What follows belongs to an exercise in optimizing a design on an open flow for small area, a short achievable clock period and few clock cycles per item; a production flow would make more cautious choices.
At most, simulation tests tie the RTL to the original design; equivalence was not proved.
No activity file was given, so power comes from the tool's default toggle rates.

build 48:
==> module data_memory_bytelane, before the edit <==
module data_memory_bytelane
#(
    parameter int DEPTH   = 128,
    parameter int LATENCY = 1,
    localparam int ADDR_W = $clog2(DEPTH) + 2
) (
    input  logic              clk,
    input  logic              reset,
    input  logic              req_valid,
    output logic              req_ready,
    input  logic              req_write,
    input  logic [1:0]        req_size,
    input  logic              req_unsigned,
    input  logic [ADDR_W-1:0] req_addr,
    input  logic [31:0]       req_wdata,
    output logic              rsp_valid,
    output logic [31:0]       rsp_rdata,
    output logic              rsp_error,
    output logic              init_done
);
    localparam int IDX_W = ADDR_W - 2;
    localparam int NQ    = 4;                  
    localparam int QD    = DEPTH / NQ;         
    localparam int QW    = $clog2(QD);
    localparam int LO_W  = IDX_W / 2;          
    localparam int HI_W  = IDX_W - LO_W;
    localparam int NLO   = 1 << LO_W;
    localparam int NHI   = 1 << HI_W;
    logic [DEPTH*32-1:0] mem;
    logic             accept, ill;
    logic [IDX_W-1:0] idx;
    logic [3:0]       lanes;
    logic [31:0]      wrep;
    logic             ld;
    logic [3:0]       c_b0, c_sg;
    logic [1:0]       c_b1;
    logic             c_w, c_x1;
    logic rst_q;
    assign req_ready = init_done;
    assign accept    = req_valid && !rst_q;
    assign ill       = (req_size == dmem_pkg::SIZE_ILL);
    assign idx       = req_addr[ADDR_W-1:2];
    always_comb begin
        case (req_size)
            dmem_pkg::SIZE_BYTE: lanes = 4'b0001 << req_addr[1:0];
            dmem_pkg::SIZE_HALF: lanes = req_addr[1] ? 4'b1100 : 4'b0011;
            dmem_pkg::SIZE_WORD: lanes = 4'b1111;
            default:             lanes = 4'b0000;
        endcase
        case (req_size)
            dmem_pkg::SIZE_BYTE: wrep = {4{req_wdata[7:0]}};
            dmem_pkg::SIZE_HALF: wrep = {2{req_wdata[15:0]}};
            default:             wrep = req_wdata;
        endcase
        ld   = !req_write && !ill;
        c_b0 = '0;                 
        c_b1 = '0;                 
        c_w  = 1'b0;               
        c_x1 = 1'b0;               
        c_sg = '0;                 
        case (req_size)
            dmem_pkg::SIZE_BYTE: begin
                c_b0 = 4'b0001 << req_addr[1:0];
                c_x1 = 1'b1;
                c_sg = req_unsigned ? 4'b0000 : 4'b0001 << req_addr[1:0];
            end
            dmem_pkg::SIZE_HALF: begin
                c_b0 = req_addr[1] ? 4'b0100 : 4'b0001;
                c_b1 = req_addr[1] ? 2'b10 : 2'b01;
                c_sg = req_unsigned ? 4'b0000 : (req_addr[1] ? 4'b1000 : 4'b0010);
            end
            dmem_pkg::SIZE_WORD: begin
                c_b0 = 4'b0001;
                c_b1 = 2'b01;
                c_w  = 1'b1;
            end
            default: ;
        endcase
        if (!ld) begin
            c_b0 = '0;
            c_b1 = '0;
            c_w  = 1'b0;
            c_sg = '0;
        end
    end
    logic             s1_valid, s1_error, s1_w, s1_x1;
    logic [3:0]       s1_b0, s1_sg;
    logic [1:0]       s1_b1;
    logic [NHI-1:0]   s1_hi;
    logic [NLO-1:0]   s1_lo;
    logic [QD-1:0]    s1_qsel;
    logic [NQ-1:0]    s1_q;
    logic [3:0]       s1_lanes;
    logic [31:0]      s1_wdata;
    always_ff @(posedge clk) begin
        init_done <= !reset;
        rst_q     <= reset;
        s1_valid  <= !reset && accept;
        s1_error  <= ill;
        s1_b0     <= c_b0;
        s1_b1     <= c_b1;
        s1_w      <= c_w;
        s1_x1     <= c_x1;
        s1_sg     <= c_sg;
        for (int w = 0; w < QD; w++) s1_qsel[w] <= (idx[QW-1:0] == QW'(w));
        for (int q = 0; q < NQ; q++) s1_q[q]    <= (idx[IDX_W-1:QW] == (IDX_W-QW)'(q));
        if (reset) begin
            s1_hi    <= '1;
            s1_lo    <= '1;
            s1_lanes <= 4'b1111;
            s1_wdata <= 32'h0;
        end else begin
            for (int j = 0; j < NHI; j++) s1_hi[j] <= (idx[IDX_W-1 -: HI_W] == HI_W'(j));
            for (int k = 0; k < NLO; k++) s1_lo[k] <= (idx[LO_W-1:0] == LO_W'(k));
            s1_lanes <= (accept && req_write) ? lanes : 4'b0000;
            s1_wdata <= wrep;
        end
    end
    for (genvar i = 0; i < DEPTH; i++) begin : g_word
        for (genvar l = 0; l < 4; l++) begin : g_lane
            always_ff @(posedge clk)
                if (s1_hi[i / NLO] && s1_lo[i % NLO] && s1_lanes[l])
                    mem[32*i + 8*l +: 8] <= s1_wdata[8*l +: 8];
        end
    end
    logic [NQ*32-1:0] qword_n;
    for (genvar q = 0; q < NQ; q++) begin : g_quarter
        dmem_read_or #(.N(QD)) u_read (
            .sel   (s1_qsel),
            .words (mem[32*QD*q +: 32*QD]),
            .word_n (qword_n[32*q +: 32])
        );
    end
    logic             s2_valid, s2_error, s2_w, s2_x1;
    logic [3:0]       s2_b0, s2_sg;
    logic [1:0]       s2_b1;
    logic [NQ-1:0]    s2_q;
    logic [NQ*32-1:0] s2_qword_n;    
    always_ff @(posedge clk) begin
        s2_valid <= !reset && s1_valid;
        s2_error <= s1_error;
        s2_b0    <= s1_b0;
        s2_b1    <= s1_b1;
        s2_w     <= s1_w;
        s2_x1    <= s1_x1;
        s2_sg    <= s1_sg;
        s2_q     <= s1_q;
        s2_qword_n <= qword_n;
    end
    logic [31:0] word, rdata;
    logic        sign;
    always_comb begin
        word = '0;
        for (int q = 0; q < NQ; q++)
            word = word | (~s2_qword_n[32*q +: 32] & {32{s2_q[q]}});
        sign = |(s2_sg & {word[31], word[23], word[15], word[7]});
        rdata[7:0] = '0;
        for (int l = 0; l < 4; l++)
            rdata[7:0] = rdata[7:0] | (word[8*l +: 8] & {8{s2_b0[l]}});
        rdata[15:8]  = (word[15:8]  & {8{s2_b1[0]}}) | (word[31:24] & {8{s2_b1[1]}}) |
                       {8{sign && s2_x1}};
        rdata[31:16] = (word[31:16] & {16{s2_w}}) | {16{sign}};
    end
    always_ff @(posedge clk) begin
        rsp_valid <= !reset && s2_valid;
        rsp_rdata <= rdata;
        rsp_error <= s2_error;
    end
endmodule
export LEC_CHECK = 0
export CAP_MARGIN = 20
export CORE_MARGIN = 2
export CORE_UTILIZATION = 55
export CTS_CLUSTER_DIAMETER = 120
export CTS_CLUSTER_SIZE = 25
export SETUP_SLACK_MARGIN = 2.7
export SLEW_MARGIN = 20
export SYNTH_HIERARCHICAL = 1
export SYNTH_MINIMUM_KEEP_SIZE = 0
create_clock -name core_clock -period 5.0 [get_ports {clk}]
run.sh (not shown) runs the stock make flow with config.mk's settings and CLKGATE_MAP_FILE= SYNTH_SCRIPT=/design/flow/synth_recipe.tcl, a recipe that flattens the netlist after the stock synthesis.
Testbench counts of build 48, summed over its fixed seeds: cycles 48,032, items 48,000.
> inputs changed (build 48 -> trial 29)
--- a/flow/design.v
+++ b/flow/design.v
@@ -90,7 +90,6 @@
     logic [1:0]       c_b1;
     logic             c_w, c_x1;
-    logic rst_q;
     assign req_ready = init_done;
-    assign accept    = req_valid && !rst_q;
+    assign accept    = req_valid && init_done;
     assign ill       = (req_size == dmem_pkg::SIZE_ILL);
     assign idx       = req_addr[ADDR_W-1:2];
@@ -149,5 +148,4 @@
     always_ff @(posedge clk) begin
         init_done <= !reset;
-        rst_q     <= reset;
         s1_valid  <= !reset && accept;
         s1_error  <= ill;
==> results.txt <==
Compared with build 48, trial 29 shows a higher count of inverters other than clock inverters in the layout.
Half-perimeter wire length after detailed placement for trial 29 is lower than for build 48.
Routed wire length (trial 29 / build 48): 0.906
Comparing build 48 and trial 29, the lower combinational power was measured on trial 29.
The buffers plus inverters on the worst setup path in trial 29 sits 1 above the value recorded for build 48.
Between build 48 and trial 29, the required time of the critical path figures differ only marginally.
The RTL of trial 29 was laid out without a check of its function.

## run a
The RTL this note starts from:
==> flow/design.v <==
package dmem_pkg;
    localparam logic [1:0] SIZE_BYTE = 2'b00;
    localparam logic [1:0] SIZE_HALF = 2'b01;
    localparam logic [1:0] SIZE_WORD = 2'b10;
    localparam logic [1:0] SIZE_ILL  = 2'b11;
    typedef enum logic [1:0] {
        CLEAR = 2'b00,
        IDLE  = 2'b01,
        BUSY  = 2'b10,
        RESP  = 2'b11
    } dmem_state_t;
endpackage
module dmem_lane_align
(
    input  logic [1:0]  off,
    input  logic [1:0]  size,
    input  logic        uns,
    input  logic [31:0] word,
    output logic [31:0] rdata
);
    logic [7:0]  b;
    logic [15:0] h;
    always_comb begin
        case (off)
            2'd0: b = word[7:0];
            2'd1: b = word[15:8];
            2'd2: b = word[23:16];
            default: b = word[31:24];
        endcase
        h = off[1] ? word[31:16] : word[15:0];
        case (size)
            dmem_pkg::SIZE_BYTE: rdata = {{24{b[7] & !uns}}, b};
            dmem_pkg::SIZE_HALF: rdata = {{16{h[15] & !uns}}, h};
            default:             rdata = word;
        endcase
    end
endmodule
module dmem_read_or
#(
    parameter int N = 32
) (
    input  logic [N-1:0]    sel,
    input  logic [N*32-1:0] words,
    output logic [31:0]     word
);
    localparam int N3 = N / 3;              
    localparam int NR = N - 3 * N3;         
    localparam int NG = N3 + (NR != 0);
    for (genvar b = 0; b < 32; b++) begin : g_bit
        logic [N-1:0]  d;
        logic [NG-1:0] gn;                  
        for (genvar w = 0; w < N; w++) begin : g_w
            assign d[w] = words[32*w + b];
        end
        for (genvar g = 0; g < N3; g++) begin : g_grp
            dmem_aoi222 u_g (.a(sel[3*g +: 3]), .b(d[3*g +: 3]), .y(gn[g]));
        end
        if (NR == 2) begin : g_r2
            dmem_aoi22 u_r (.a(sel[3*N3 +: 2]), .b(d[3*N3 +: 2]), .y(gn[N3]));
        end else if (NR == 1) begin : g_r1
            assign gn[N3] = ~(sel[3*N3] & d[3*N3]);
        end
        assign word[b] = ~&gn;
    end
endmodule
module dmem_aoi22
(
    input  logic [1:0] a,
    input  logic [1:0] b,
    output logic       y
);
    assign y = ~|(a & b);
endmodule
module dmem_aoi222
(
    input  logic [2:0] a,
    input  logic [2:0] b,
    output logic       y
);
    assign y = ~|(a & b);
endmodule
module data_memory_bytelane
#(
    parameter int DEPTH   = 128,
    parameter int LATENCY = 1,
    localparam int ADDR_W = $clog2(DEPTH) + 2
) (
    input  logic              clk,
    input  logic              reset,
    input  logic              req_valid,
    output logic              req_ready,
    input  logic              req_write,
    input  logic [1:0]        req_size,
    input  logic              req_unsigned,
    input  logic [ADDR_W-1:0] req_addr,
    input  logic [31:0]       req_wdata,
    output logic              rsp_valid,
    output logic [31:0]       rsp_rdata,
    output logic              rsp_error,
    output logic              init_done
);
    localparam int IDX_W = ADDR_W - 2;
    localparam int NQ    = 4;                  
    localparam int QD    = DEPTH / NQ;         
    localparam int QW    = $clog2(QD);
    localparam int LO_W  = IDX_W / 2;          
    localparam int HI_W  = IDX_W - LO_W;
    localparam int NLO   = 1 << LO_W;
    localparam int NHI   = 1 << HI_W;
    logic [DEPTH*32-1:0] mem;
    logic             accept, ill;
    logic [IDX_W-1:0] idx;
    logic [3:0]       lanes;
    logic [31:0]      wrep;
    assign req_ready = init_done;
    assign accept    = req_valid && init_done;
    assign ill       = (req_size == dmem_pkg::SIZE_ILL);
    assign idx       = req_addr[ADDR_W-1:2];
    always_comb begin
        case (req_size)
            dmem_pkg::SIZE_BYTE: lanes = 4'b0001 << req_addr[1:0];
            dmem_pkg::SIZE_HALF: lanes = req_addr[1] ? 4'b1100 : 4'b0011;
            dmem_pkg::SIZE_WORD: lanes = 4'b1111;
            default:             lanes = 4'b0000;
        endcase
        case (req_size)
            dmem_pkg::SIZE_BYTE: wrep = {4{req_wdata[7:0]}};
            dmem_pkg::SIZE_HALF: wrep = {2{req_wdata[15:0]}};
            default:             wrep = req_wdata;
        endcase
    end
    logic             s1_valid, s1_load, s1_error, s1_uns;
    logic [1:0]       s1_size, s1_off;
    logic [NHI-1:0]   s1_hi;
    logic [NLO-1:0]   s1_lo;
    logic [QD-1:0]    s1_qsel;
    logic [NQ-1:0]    s1_q;
    logic [3:0]       s1_lanes;
    logic [31:0]      s1_wdata;
    always_ff @(posedge clk) begin
        init_done <= !reset;
        s1_valid  <= !reset && accept;
        s1_load   <= !req_write && !ill;
        s1_error  <= ill;
        s1_uns    <= req_unsigned;
        s1_size   <= req_size;
        s1_off    <= req_addr[1:0];
        for (int w = 0; w < QD; w++) s1_qsel[w] <= (idx[QW-1:0] == QW'(w));
        for (int q = 0; q < NQ; q++) s1_q[q]    <= (idx[IDX_W-1:QW] == (IDX_W-QW)'(q));
        if (reset) begin
            s1_hi    <= '1;
            s1_lo    <= '1;
            s1_lanes <= 4'b1111;
            s1_wdata <= 32'h0;
        end else begin
            for (int j = 0; j < NHI; j++) s1_hi[j] <= (idx[IDX_W-1 -: HI_W] == HI_W'(j));
            for (int k = 0; k < NLO; k++) s1_lo[k] <= (idx[LO_W-1:0] == LO_W'(k));
            s1_lanes <= (accept && req_write) ? lanes : 4'b0000;
            s1_wdata <= wrep;
        end
    end
    for (genvar i = 0; i < DEPTH; i++) begin : g_word
        for (genvar l = 0; l < 4; l++) begin : g_lane
            always_ff @(posedge clk)
                if (s1_hi[i / NLO] && s1_lo[i % NLO] && s1_lanes[l])
                    mem[32*i + 8*l +: 8] <= s1_wdata[8*l +: 8];
        end
    end
    logic [NQ*32-1:0] qword;
    for (genvar q = 0; q < NQ; q++) begin : g_quarter
        dmem_read_or #(.N(QD)) u_read (
            .sel   (s1_qsel),
            .words (mem[32*QD*q +: 32*QD]),
            .word  (qword[32*q +: 32])
        );
    end
    logic             s2_valid, s2_load, s2_error, s2_uns;
    logic [1:0]       s2_size, s2_off;
    logic [NQ-1:0]    s2_q;
    logic [NQ*32-1:0] s2_qword;
    always_ff @(posedge clk) begin
        s2_valid <= !reset && s1_valid;
        s2_load  <= s1_load;
        s2_error <= s1_error;
        s2_uns   <= s1_uns;
        s2_size  <= s1_size;
        s2_off   <= s1_off;
        s2_q     <= s1_q;
        s2_qword <= qword;
    end
    logic [31:0] word, load_val;
    always_comb begin
        word = '0;
        for (int q = 0; q < NQ; q++)
            word = word | (s2_qword[32*q +: 32] & {32{s2_q[q]}});
    end
    dmem_lane_align u_align (
        .off   (s2_off),
        .size  (s2_size),
        .uns   (s2_uns),
        .word  (word),
        .rdata (load_val)
    );
    always_ff @(posedge clk) begin
        rsp_valid <= !reset && s2_valid;
        rsp_rdata <= s2_load ? load_val : 32'h0;
        rsp_error <= s2_error;
    end
endmodule
Settings: LEC_CHECK=0, CAP_MARGIN=20, CORE_MARGIN=2, CORE_UTILIZATION=55, CTS_CLUSTER_DIAMETER=120, CTS_CLUSTER_SIZE=25, SETUP_SLACK_MARGIN=2.5, SLEW_MARGIN=20, SYNTH_HIERARCHICAL=1, SYNTH_MINIMUM_KEEP_SIZE=0; clock period 5.0 ns.
Changes in run b relative to run a:
diff --git a/flow/design.v b/flow/design.v
--- a/flow/design.v
+++ b/flow/design.v
@@ -42,45 +42,43 @@
     input  logic [N-1:0]    sel,
     input  logic [N*32-1:0] words,
     output logic [31:0]     word
 );
     localparam int N3 = N / 3;              
     localparam int NR = N - 3 * N3;         
-    localparam int NG = N3 + (NR != 0);
+    localparam int NG = N3 + NR;
     for (genvar b = 0; b < 32; b++) begin : g_bit
         logic [N-1:0]  d;
         logic [NG-1:0] gn;                  
         for (genvar w = 0; w < N; w++) begin : g_w
             assign d[w] = words[32*w + b];
         end
         for (genvar g = 0; g < N3; g++) begin : g_grp
             dmem_aoi222 u_g (.a(sel[3*g +: 3]), .b(d[3*g +: 3]), .y(gn[g]));
         end
-        if (NR == 2) begin : g_r2
-            dmem_aoi22 u_r (.a(sel[3*N3 +: 2]), .b(d[3*N3 +: 2]), .y(gn[N3]));
-        end else if (NR == 1) begin : g_r1
-            assign gn[N3] = ~(sel[3*N3] & d[3*N3]);
+        for (genvar r = 0; r < NR; r++) begin : g_rest
+            dmem_nand2 u_r (.a(sel[3*N3 + r]), .b(d[3*N3 + r]), .y(gn[N3 + r]));
         end
         assign word[b] = ~&gn;
     end
-endmodule
-module dmem_aoi22
-(
-    input  logic [1:0] a,
-    input  logic [1:0] b,
-    output logic       y
-);
-    assign y = ~|(a & b);
 endmodule
 module dmem_aoi222
 (
     input  logic [2:0] a,
     input  logic [2:0] b,
     output logic       y
 );
     assign y = ~|(a & b);
+endmodule
+module dmem_nand2
+(
+    input  logic a,
+    input  logic b,
+    output logic y
+);
+    assign y = ~(a & b);
 endmodule
 module data_memory_bytelane
 #(
     parameter int DEPTH   = 128,
     parameter int LATENCY = 1,
     localparam int ADDR_W = $clog2(DEPTH) + 2
==> results.txt <==
- For the synthesized instance count, run b came in 1.7% higher than run a did.
- Run b against run a: growth of design area from synthesis to finish fell 0.25 points, final cell count rose 0.90%, part of the total power dissipated in the clock network about even, fraction of power consumed by combinational cells about even, met1 track demand over resource fell 0.71 points.
- In run b, the wire length of the first global-routing pass came out about 1.5% below the value in run a.
- Summary of run b over run a: clock period minus final worst setup slack higher, end-of-flow core utilization lower.
- The via count of run b and that of run a are within noise of each other.
- Taking run a as the reference point, the design area of run b falls by 0.55%.
- Run a and run b ended up with nearly the same total power.
- Die area | run b < run a
Testbench counts of run b, summed over its fixed seeds: cycles 48,032, items 48,000.
For run a, only the layout was checked, not whether the RTL still works.

-- separate check: timing with driven ports --
Ports are ideal in the flow. The routed layouts listed here were re-timed in OpenROAD.
Step 1: set_driving_cell puts a clkbuf_16 on clk and a buf_2 on each other input, an assumption about the parent block.
Step 2 moves the port delays by t, midway between the first and last clock arrival at a register: inputs arrive t later, outputs are due t later. That takes back most of the time a late clock gives input paths.
Slacks: ideal ports / drivers / drivers and shift; pairs: ideal ports / drivers.
| run | shift t [ns] | setup slack, ns | worst hold slack (ns) |
|---|---|---|---|
| build 48 | 1.022 | 2.459 / 2.362 / 1.957 | 0.337 / 0.337 / 0.337 |
| trial 29 | 1.018 | 2.419 / 2.323 / 1.793 | 0.334 / 0.334 / 0.334 |
| run a | 1.002 | 2.429 / 2.429 / 1.766 | 0.305 / 0.305 / 0.305 |
| run b | 1.000 | 2.407 / 2.407 / 1.840 | 0.327 / 0.327 / 0.327 |
After both steps every run listed still meets setup and hold. The setup slack of run a, which loses most, moves by 0.000 ns with the drivers and by -0.663 ns with both steps.
